From an optimization exercise on the open Yosys and OpenROAD flow, aimed at a short achievable clock period and few clock cycles per item; shortcuts taken in it are not production practice.
Function was checked by simulation only, so behaviour that the tests miss may differ from the original.
Power is estimated from default activity; no workload was simulated.

==> design/flow/design.v <==
package cpuPkg;
	localparam int dataWidth = 16;
	localparam int regCount = 8;
	localparam int regIdxWidth = $clog2(regCount);
	typedef logic [dataWidth-1:0] wordT;
	typedef logic [regIdxWidth-1:0] regIdxT;
	localparam int opcodeMsb = 15;
	localparam int opcodeLsb = 11;
	localparam int opcodeWidth = opcodeMsb - opcodeLsb + 1;
	localparam int rxMsb = 10;
	localparam int rxLsb = 8;
	localparam int ryMsb = 7;
	localparam int ryLsb = 5;
	localparam int rzMsb = 4;
	localparam int rzLsb = 2;
	localparam int imm8Width = 8;
	localparam int imm5Width = 5;
	localparam int imm11Width = 11;
	typedef enum logic [opcodeWidth-1:0] {
		opNop   = 5'd0,
		opAddu  = 5'd1,
		opSubu  = 5'd2,
		opAnd   = 5'd3,
		opOr    = 5'd4,
		opSlt   = 5'd5,
		opAddiu = 5'd6,
		opLi    = 5'd7,
		opLw    = 5'd8,
		opSw    = 5'd9,
		opBeqz  = 5'd10,
		opBnez  = 5'd11,
		opB     = 5'd12,
		opJr    = 5'd13
	} opcodeT;
	localparam wordT nopWord = '0;
endpackage
package pipePkg;
	typedef enum logic [2:0] {
		aluAdd   = 3'd0,
		aluSub   = 3'd1,
		aluAnd   = 3'd2,
		aluOr    = 3'd3,
		aluSlt   = 3'd4,
		aluPassB = 3'd5
	} aluOpT;
	typedef struct packed {
		aluOpT aluOp;
		logic  srcImm;
		logic  regWrite;
		logic  memRead;
		logic  memWrite;
		logic  branchZero;
		logic  branchNonZero;
		logic  jumpImm;
		logic  jumpReg;
		logic  useRx;
		logic  useRy;
	} ctrlT;
	typedef enum logic [1:0] {
		fwdNone    = 2'd0,
		fwdFromMem = 2'd1,
		fwdFromWb  = 2'd2
	} fwdSelT;
	typedef struct packed {
		logic         valid;
		logic [15:0] pc;
		logic [15:0] instr;
	} ifIdT;
	typedef struct packed {
		logic           valid;
		ctrlT           ctrl;
		logic [15:0]   pc;
		logic [15:0]   rxVal;
		logic [15:0]   ryVal;
		logic [15:0]   imm;
		logic [2:0] rx;
		logic [2:0] ry;
		logic [2:0] dest;
	} idExT;
	typedef struct packed {
		logic           valid;
		logic           regWrite;
		logic           memRead;
		logic           memWrite;
		logic [15:0]   aluResult;
		logic [15:0]   storeData;
		logic [2:0] dest;
	} exMemT;
	typedef struct packed {
		logic           valid;
		logic           regWrite;
		logic [15:0]   result;
		logic [2:0] dest;
	} memWbT;
	localparam int ifIdWidth = 33;
	localparam int idExWidth = 87;
	localparam int exMemWidth = 39;
	localparam int memWbWidth = 21;
endpackage
module pipeReg #(
	parameter int width = 1
) (
	input  logic             CLK,
	input  logic             RST,
	input  logic             stall,
	input  logic             flush,
	input  logic [width-1:0] d,
	output logic [width-1:0] q
);
	always_ff @(posedge CLK or negedge RST)
	begin
		if (!RST)
			q <= '0;
		else if (flush)
			q <= '0;
		else if (!stall)
			q <= d;
	end
endmodule
module instrDecoder (
	input  cpuPkg::wordT   instr,
	output pipePkg::ctrlT  ctrl,
	output cpuPkg::regIdxT rx,
	output cpuPkg::regIdxT ry,
	output cpuPkg::regIdxT dest,
	output cpuPkg::wordT   imm
);
	cpuPkg::opcodeT op;
	cpuPkg::regIdxT rz;
	cpuPkg::wordT   simm8;
	cpuPkg::wordT   zimm8;
	cpuPkg::wordT   simm5;
	cpuPkg::wordT   simm11;
	assign op = cpuPkg::opcodeT'(instr[cpuPkg::opcodeMsb:cpuPkg::opcodeLsb]);
	assign rx = instr[cpuPkg::rxMsb:cpuPkg::rxLsb];
	assign ry = instr[cpuPkg::ryMsb:cpuPkg::ryLsb];
	assign rz = instr[cpuPkg::rzMsb:cpuPkg::rzLsb];
	assign simm8 = {{(cpuPkg::dataWidth - cpuPkg::imm8Width){instr[cpuPkg::imm8Width-1]}},
		instr[cpuPkg::imm8Width-1:0]};
	assign zimm8 = {{(cpuPkg::dataWidth - cpuPkg::imm8Width){1'b0}},
		instr[cpuPkg::imm8Width-1:0]};
	assign simm5 = {{(cpuPkg::dataWidth - cpuPkg::imm5Width){instr[cpuPkg::imm5Width-1]}},
		instr[cpuPkg::imm5Width-1:0]};
	assign simm11 = {{(cpuPkg::dataWidth - cpuPkg::imm11Width){instr[cpuPkg::imm11Width-1]}},
		instr[cpuPkg::imm11Width-1:0]};
	always_comb
	begin
		ctrl = '0;
		dest = '0;
		imm = '0;
		case (op)
			cpuPkg::opAddu,
			cpuPkg::opSubu,
			cpuPkg::opAnd,
			cpuPkg::opOr,
			cpuPkg::opSlt:
			begin
				ctrl.regWrite = 1'b1;
				ctrl.useRx = 1'b1;
				ctrl.useRy = 1'b1;
				dest = rz;
				case (op)
					cpuPkg::opSubu: ctrl.aluOp = pipePkg::aluSub;
					cpuPkg::opAnd:  ctrl.aluOp = pipePkg::aluAnd;
					cpuPkg::opOr:   ctrl.aluOp = pipePkg::aluOr;
					cpuPkg::opSlt:  ctrl.aluOp = pipePkg::aluSlt;
					default:        ctrl.aluOp = pipePkg::aluAdd;
				endcase
			end
			cpuPkg::opAddiu:
			begin
				ctrl.regWrite = 1'b1;
				ctrl.srcImm = 1'b1;
				ctrl.useRx = 1'b1;
				dest = rx;
				imm = simm8;
			end
			cpuPkg::opLi:
			begin
				ctrl.aluOp = pipePkg::aluPassB;
				ctrl.regWrite = 1'b1;
				ctrl.srcImm = 1'b1;
				dest = rx;
				imm = zimm8;
			end
			cpuPkg::opLw:
			begin
				ctrl.regWrite = 1'b1;
				ctrl.memRead = 1'b1;
				ctrl.srcImm = 1'b1;
				ctrl.useRx = 1'b1;
				dest = ry;
				imm = simm5;
			end
			cpuPkg::opSw:
			begin
				ctrl.memWrite = 1'b1;
				ctrl.srcImm = 1'b1;
				ctrl.useRx = 1'b1;
				ctrl.useRy = 1'b1;
				imm = simm5;
			end
			cpuPkg::opBeqz:
			begin
				ctrl.branchZero = 1'b1;
				ctrl.useRx = 1'b1;
				imm = simm8;
			end
			cpuPkg::opBnez:
			begin
				ctrl.branchNonZero = 1'b1;
				ctrl.useRx = 1'b1;
				imm = simm8;
			end
			cpuPkg::opB:
			begin
				ctrl.jumpImm = 1'b1;
				imm = simm11;
			end
			cpuPkg::opJr:
			begin
				ctrl.jumpReg = 1'b1;
				ctrl.useRx = 1'b1;
			end
			default:
			begin
				ctrl = '0;
			end
		endcase
	end
endmodule
module regFile (
	input  logic           CLK,
	input  logic           RST,
	input  cpuPkg::regIdxT rdA,
	input  cpuPkg::regIdxT rdB,
	output cpuPkg::wordT   valA,
	output cpuPkg::wordT   valB,
	input  logic           we,
	input  cpuPkg::regIdxT wAddr,
	input  cpuPkg::wordT   wData
);
	cpuPkg::wordT regs [cpuPkg::regCount];
	always_ff @(posedge CLK or negedge RST)
	begin
		if (!RST)
			for (int i = 0; i < cpuPkg::regCount; i++)
				regs[i] <= '0;
		else if (we)
			regs[wAddr] <= wData;
	end
	always_comb
	begin
		if (we && wAddr == rdA)
			valA = wData;
		else
			valA = regs[rdA];
		if (we && wAddr == rdB)
			valB = wData;
		else
			valB = regs[rdB];
	end
endmodule
module hazardUnit (
	input  pipePkg::ctrlT   idCtrl,
	input  cpuPkg::regIdxT  idRx,
	input  cpuPkg::regIdxT  idRy,
	input  pipePkg::idExT   exStage,
	input  pipePkg::exMemT  memStage,
	input  pipePkg::memWbT  wbStage,
	output logic            stall,
	output pipePkg::fwdSelT fwdA,
	output pipePkg::fwdSelT fwdB
);
	logic exIsLoad;
	logic memWrites;
	logic wbWrites;
	assign exIsLoad = exStage.valid && exStage.ctrl.memRead;
	assign stall = exIsLoad &&
		((idCtrl.useRx && idRx == exStage.dest) ||
		(idCtrl.useRy && idRy == exStage.dest));
	assign memWrites = memStage.valid && memStage.regWrite;
	assign wbWrites = wbStage.valid && wbStage.regWrite;
	assign fwdA = (memWrites && memStage.dest == exStage.rx) ? pipePkg::fwdFromMem :
		(wbWrites && wbStage.dest == exStage.rx) ? pipePkg::fwdFromWb :
		pipePkg::fwdNone;
	assign fwdB = (memWrites && memStage.dest == exStage.ry) ? pipePkg::fwdFromMem :
		(wbWrites && wbStage.dest == exStage.ry) ? pipePkg::fwdFromWb :
		pipePkg::fwdNone;
endmodule
module executeStage (
	input  pipePkg::idExT   ex,
	input  pipePkg::fwdSelT fwdA,
	input  pipePkg::fwdSelT fwdB,
	input  cpuPkg::wordT    memResult,
	input  cpuPkg::wordT    wbResult,
	output pipePkg::exMemT  out,
	output logic            redirect,
	output cpuPkg::wordT    redirectPc
);
	cpuPkg::wordT opA;
	cpuPkg::wordT opB;
	cpuPkg::wordT aluB;
	cpuPkg::wordT aluResult;
	logic         taken;
	always_comb
	begin
		case (fwdA)
			pipePkg::fwdFromMem: opA = memResult;
			pipePkg::fwdFromWb:  opA = wbResult;
			default:             opA = ex.rxVal;
		endcase
		case (fwdB)
			pipePkg::fwdFromMem: opB = memResult;
			pipePkg::fwdFromWb:  opB = wbResult;
			default:             opB = ex.ryVal;
		endcase
	end
	assign aluB = ex.ctrl.srcImm ? ex.imm : opB;
	always_comb
	begin
		case (ex.ctrl.aluOp)
			pipePkg::aluSub:   aluResult = opA - aluB;
			pipePkg::aluAnd:   aluResult = opA & aluB;
			pipePkg::aluOr:    aluResult = opA | aluB;
			pipePkg::aluSlt:   aluResult = ($signed(opA) < $signed(aluB)) ?
				cpuPkg::wordT'(1) : '0;
			pipePkg::aluPassB: aluResult = aluB;
			default:           aluResult = opA + aluB;
		endcase
	end
	always_comb
	begin
		taken = 1'b0;
		if (ex.ctrl.branchZero && opA == '0)
			taken = 1'b1;
		if (ex.ctrl.branchNonZero && opA != '0)
			taken = 1'b1;
		if (ex.ctrl.jumpImm || ex.ctrl.jumpReg)
			taken = 1'b1;
	end
	assign redirect = ex.valid && taken;
	assign redirectPc = ex.ctrl.jumpReg ? opA : ex.pc + cpuPkg::wordT'(1) + ex.imm;
	always_comb
	begin
		out.valid = ex.valid;
		out.regWrite = ex.ctrl.regWrite;
		out.memRead = ex.ctrl.memRead;
		out.memWrite = ex.ctrl.memWrite;
		out.aluResult = aluResult;
		out.storeData = opB;
		out.dest = ex.dest;
	end
endmodule
module pipelineCpu (
	input  logic           CLK,
	input  logic           RST,
	output cpuPkg::wordT   imemAddr,
	input  cpuPkg::wordT   imemData,
	output cpuPkg::wordT   dmemAddr,
	output cpuPkg::wordT   dmemWData,
	output logic           dmemRead,
	output logic           dmemWrite,
	input  cpuPkg::wordT   dmemRData,
	output logic           wbValid,
	output cpuPkg::regIdxT wbReg,
	output cpuPkg::wordT   wbData
);
	cpuPkg::wordT    pc;
	cpuPkg::wordT    nextPc;
	pipePkg::ifIdT   ifIdIn;
	pipePkg::ifIdT   ifIdQ;
	pipePkg::idExT   idExIn;
	pipePkg::idExT   idExQ;
	pipePkg::exMemT  exMemIn;
	pipePkg::exMemT  exMemQ;
	pipePkg::memWbT  memWbIn;
	pipePkg::memWbT  memWbQ;
	cpuPkg::wordT    decInstr;
	pipePkg::ctrlT   decCtrl;
	cpuPkg::regIdxT  decRx;
	cpuPkg::regIdxT  decRy;
	cpuPkg::regIdxT  decDest;
	cpuPkg::wordT    decImm;
	cpuPkg::wordT    valA;
	cpuPkg::wordT    valB;
	logic            stall;
	pipePkg::fwdSelT fwdA;
	pipePkg::fwdSelT fwdB;
	logic            redirect;
	cpuPkg::wordT    redirectPc;
	assign nextPc = redirect ? redirectPc : (stall ? pc : pc + cpuPkg::wordT'(1));
	always_ff @(posedge CLK or negedge RST)
	begin
		if (!RST)
			pc <= '0;
		else
			pc <= nextPc;
	end
	assign imemAddr = pc;
	always_comb
	begin
		ifIdIn.valid = 1'b1;
		ifIdIn.pc = pc;
		ifIdIn.instr = imemData;
	end
	pipeReg #(.width(pipePkg::ifIdWidth)) ifIdReg (.CLK(CLK), .RST(RST), .stall(stall),
		.flush(redirect), .d(ifIdIn), .q(ifIdQ));
	assign decInstr = ifIdQ.valid ? ifIdQ.instr : cpuPkg::nopWord;
	instrDecoder decoder (.instr(decInstr), .ctrl(decCtrl), .rx(decRx), .ry(decRy),
		.dest(decDest), .imm(decImm));
	regFile regs (.CLK(CLK), .RST(RST), .rdA(decRx), .rdB(decRy), .valA(valA), .valB(valB),
		.we(wbValid), .wAddr(wbReg), .wData(wbData));
	hazardUnit hazard (.idCtrl(decCtrl), .idRx(decRx), .idRy(decRy), .exStage(idExQ),
		.memStage(exMemQ), .wbStage(memWbQ), .stall(stall), .fwdA(fwdA), .fwdB(fwdB));
	always_comb
	begin
		idExIn.valid = ifIdQ.valid;
		idExIn.ctrl = decCtrl;
		idExIn.pc = ifIdQ.pc;
		idExIn.rxVal = valA;
		idExIn.ryVal = valB;
		idExIn.imm = decImm;
		idExIn.rx = decRx;
		idExIn.ry = decRy;
		idExIn.dest = decDest;
	end
	pipeReg #(.width(pipePkg::idExWidth)) idExReg (.CLK(CLK), .RST(RST), .stall(1'b0),
		.flush(redirect || stall), .d(idExIn), .q(idExQ));
	executeStage execute (.ex(idExQ), .fwdA(fwdA), .fwdB(fwdB),
		.memResult(exMemQ.aluResult), .wbResult(memWbQ.result), .out(exMemIn),
		.redirect(redirect), .redirectPc(redirectPc));
	pipeReg #(.width(pipePkg::exMemWidth)) exMemReg (.CLK(CLK), .RST(RST), .stall(1'b0),
		.flush(1'b0), .d(exMemIn), .q(exMemQ));
	assign dmemAddr = exMemQ.aluResult;
	assign dmemWData = exMemQ.storeData;
	assign dmemRead = exMemQ.valid && exMemQ.memRead;
	assign dmemWrite = exMemQ.valid && exMemQ.memWrite;
	always_comb
	begin
		memWbIn.valid = exMemQ.valid;
		memWbIn.regWrite = exMemQ.regWrite;
		memWbIn.result = exMemQ.memRead ? dmemRData : exMemQ.aluResult;
		memWbIn.dest = exMemQ.dest;
	end
	pipeReg #(.width(pipePkg::memWbWidth)) memWbReg (.CLK(CLK), .RST(RST), .stall(1'b0),
		.flush(1'b0), .d(memWbIn), .q(memWbQ));
	assign wbValid = memWbQ.valid && memWbQ.regWrite;
	assign wbReg = memWbQ.dest;
	assign wbData = memWbQ.result;
endmodule
==> design/flow/run.sh <==
#!/bin/bash
# synth_recipe.tcl (not shown) runs the flow's synth.tcl, then flattens the netlist and writes it again
# the make line also repeats each setting of config.mk as NAME=value (left out here)
make -C /OpenROAD-flow-scripts/flow DESIGN_CONFIG=/design/flow/config.mk WORK_HOME=/design/flow/orfs CLKGATE_MAP_FILE= SYNTH_SCRIPT=/design/flow/synth_recipe.tcl finish
==> design/flow/config.mk <==
export PLATFORM = sky130hd
export DESIGN_NAME = pipelineCpu
export DESIGN_NICKNAME = pipelineCpu
export VERILOG_FILES = /design/flow/design.v
export SDC_FILE = /design/flow/constraint.sdc
export NUM_CORES = 4
export LEC_CHECK = 0
export CAP_MARGIN = 20
export CORE_MARGIN = 2
export CORE_UTILIZATION = 40
export SLEW_MARGIN = 20
==> design/flow/constraint.sdc <==
create_clock -name core_clock -period 6.2 [get_ports {CLK}]
set_input_delay 1.2400 -clock core_clock [delete_from_list [all_inputs] [get_ports {CLK}]]
set_output_delay 1.2400 -clock core_clock [all_outputs]
set_load 0.01 [all_outputs]
==> run notes <==
==> through the flow <==
stage,worst slack (ps),utilization (%),std cells
CTS,723,45.5,2553
floorplan,1260,-,1921
global route,311,45.5,2554
global placement,1020,43.0,2493
finish,629,45.5,2554
detailed placement,768,43.0,2493
==> area by class of cell <==
cell class	instances	area, µm²
Fill cell	4417	25200
Multi-Input combinational cell	1338	9480
Sequential cell	317	7930
Timing Repair Buffer	148	1410
Clock buffer	50	1060
Tap cell	607	759
Inverter	84	315
Clock inverter	10	119
==> logic make-up after synthesis <==
group	Yosys count	share of synthesized area, %
muxes	215	12.6
and+or+nand+nor	513	13.0
xor gates and xnor gates	45	2.16
DFF	317	42.7
adders and majority gates	67	4.63
AOI/OAI and AO/OA	498	18.3
buffers and inverters	266	6.63
==> cell usage after synthesis, drive strengths merged (5+ instances only) <==
cell type and count:
and3 31, a2111oi 5, a222oi 25, or4 9
ha 64, a211oi 16, o221ai 13, a221oi 18
o21ai 105, and2 11, o21bai 6, o21a 10
a21o 6, mux2i 58, o211ai 10, a221o 6
nand4 5, inv 82, nor2b 18, clkbuf 105
nor4 17, a22oi 24, or3 6, a22o 31
buf 77, o22ai 13, nand2b 12, nand3 51
xor2 20, o31ai 11, nor3 36, xnor2 25
a21boi 8, mux2 157, nand2 144, a31oi 37
or2 6, a21oi 106, nor2 153, dfrtp 317
o2bb2ai 5
==> worst max-delay path: cells and delay by family, from the launching register on <==
family          cells  cell delay [ps]
flops               1              360
fa+ha+maj           1              470
mux                 2              440
buf+inv             3              580
compound gates      8             2660
simple gates        4              970
==> worst min path at each step <==
stage	from	to	slack (ps)
6_report	idExReg.q[81]$_DFF_PN0_	exMemReg.q[37]$_DFF_PN0_	350
5_1_grt	idExReg.q[81]$_DFF_PN0_	exMemReg.q[37]$_DFF_PN0_	370
4_1_cts	idExReg.q[81]$_DFF_PN0_	exMemReg.q[37]$_DFF_PN0_	360
3_5_place_dp	idExReg.q[81]$_DFF_PN0_	exMemReg.q[37]$_DFF_PN0_	340
3_3_place_gp	idExReg.q[81]$_DFF_PN0_	exMemReg.q[37]$_DFF_PN0_	330
2_1_floorplan	idExReg.q[79]$_DFF_PN0_	exMemReg.q[35]$_DFF_PN0_	330
==> flip-flops by register name (all words and copies together) (netlist names) <==
name,count
idExReg.q,80
ifIdReg.q,33
pc,16
memWbReg.q,21
exMemReg.q,39
regs.regs,128
==> metal layers <==
| metal | up-vias | share of wire [%] | GRT usage (%) |
|---|---|---|---|
| met5 | - | 0.022 | 0 |
| met4 | 2 | 4.0 | 11.1 |
| met2 | 695 | 44 | 41.0 |
| met3 | 149 | 7.5 | 4.57 |
| met1 | 7846 | 44 | 38.3 |
| li1 | 6937 | - | - |
==> power groups by stage <==
stage,sequential [mW],combinational [mW],clock [mW]
final,3.47,4.13,2.18
after global routing,3.53,4.50,2.30
after CTS,3.46,4.08,2.21
after detailed placement,3.49,4.06,0
after global placement,3.48,4.00,0
after floorplan,3.02,2.96,0
==> reports/metrics.cfg <==
[setup_path]
rr_startpoint = memWbReg.q[20]$_DFF_PN0_
cp_common_cell = o21ai_0
critical_path.max_fanout = 15
cp-start-kind = register
critPathKind = reg -> reg
critPathCaptureType = register
crit_path_end = exMemReg.q[34]$_DFF_PN0_
crit_chain = nand2_1, inv_1, and4_1, buf_4, mux2i_1, o21ai_0, mux2_2, inv_1, ha_1, nor3_1, o21ai_0, nand3_1, a221o_1, a221oi_1, o31ai_1, a2111oi_0, o21ai_0, o211ai_1
max_stage_delay_ps = 550
critPathLaunch = memWbReg.q[20]$_DFF_PN0_
worst-r2r-cell-count = 18
r2r_slack_ps = 630
crit_slowest_cell = a2111oi_0
cp.required_ps = 6670
rr_endpoint = exMemReg.q[34]$_DFF_PN0_
crit_arrival_ps = 6040

[yosys]
yosysTopAreaCell = dfrtp_1
syn-instance-count = 1921
avgSynthCellArea_um2 = 9.68
ys_ff_latch = 317
ys.flop_type = dfrtp_1
synth_top_area_share_pct = 42.7
synth_edf_count = 0
ys_warn_count = 9
syn-num-nets = 2022
ys_types = 83
async_reset_ff_share_pct = 100
syn_area_mm2 = 0.0186
ys_seq_area_share_pct = 42.7
synth.area.top_cells = dfrtp_1 43%, mux2_2 9.5%, ha_1 4.3%

[routing]
drc = 0
post_drt_wl_per_cell_um = 25.4
vias = 15600
drt-initial-drc-count = 1886
first_pass_iters = 6
drt_wl_total_um = 64800
detail-route-antenna-nets = 0
viasPerCell = 6.12

[power]
intPower_mw = 5.68
leakagePower_nw = 9.45
p_sw_mw = 4.09
pwr-share-clk_pct = 22.3
vdd_drop_max_mv = 0.236
p_sw_share_pct = 41.8
power_density_mw_per_mm2 = 464
p_total_mw = 9.77
power_frac_comb_pct = 42.2
seqPwrFrac_pct = 35.5

[clocking]
cts_resized = 0
numCtsBuffers = 36
postCtsHoldBufs = 0
clock_latency_ps = 560
root_buffer = clkbuf_16
cts_setup_buffers = 0
clkTransAtPathRegs_ps = 70
cts_tree = done
htreeDepth = 2
cts.sinks = 317
cts_buffer_depth = 3

[placed_design]
portBuffers = 103
placed_area_mm2 = 0.0199
finalWeightedCongestion = 0.937
dp_hpwl_um = 44800

[timing]
fin_crit_sh_pct = 89.9
rsz0062_at_grt = no
post-route-min-period_ps = 5570
maxSlewViolCount = 0
worst_slew_pin_slew_ps = 1090
fmax_mhz = 180
fin_tns_setup_ps = 0
setup_viol = 0
fin_skew_ps = 18.1
finalHoldViolations = 0
whs_ps = 353
max_slew_margin_pct = 26.9

[job]
cap_violations = 0

[floorplanning]
rows = 79
pin_count = 104
start_util_pct = 40.2
die_h_um = 220
die_area_mm2 = 0.0482
die_w_um = 220
core_mm2 = 0.0463

[finish]
fin_nets = 2026
n_antenna_cell = 0
syn2layout_area_growth_pct = 13.3
final_cell_mix = 316 x dfrtp_1, 157 x mux2_2, 152 x nor2_1
drive_above_1_share_pct = 14.9
layout_commonest_cell = dfrtp_1
fin_area_mm2 = 0.0211

[global_route]
grt_max_degree = 172
grt_usage_pct = 27.0
grt_first_pass_wirelength_um = 98000
gr-total-overflow = 0
antenna_found_initial = 1
grt_pass1_vias = 15600

[min_path]
holdPathStages = 0
min_path_type = reg -> reg

[run_status]
status = no timing/DRC/antenna violations

Testbench counts, summed over its fixed seeds: cycles 13,400, instrs 10,210.

## separate check: timing with driven ports
The flow's constraints put no driver on any port. The routed layout listed below was extracted and timed again, unchanged, in two steps.
Step 1 assumes that a clkbuf_16 drives the clock port and a buf_2 every other input.
Step 2, shift: input delay + t, output delay - t, t = (earliest + latest rising clock arrival at the registers) / 2. This alone moves slack from input paths to output paths.
Three values: no drivers, after step 1, after step 2; two values: the first two.
t (ns): 0.612
setup WS [ns]: 0.629 / 0.629 / 0.629
worst hold slack (ns): 0.353 / 0.353 / 0.353
After both steps setup and hold are still met in this run. For this run, drivers alone change the setup slack by 0.000 ns; drivers and shift together by 0.000 ns.
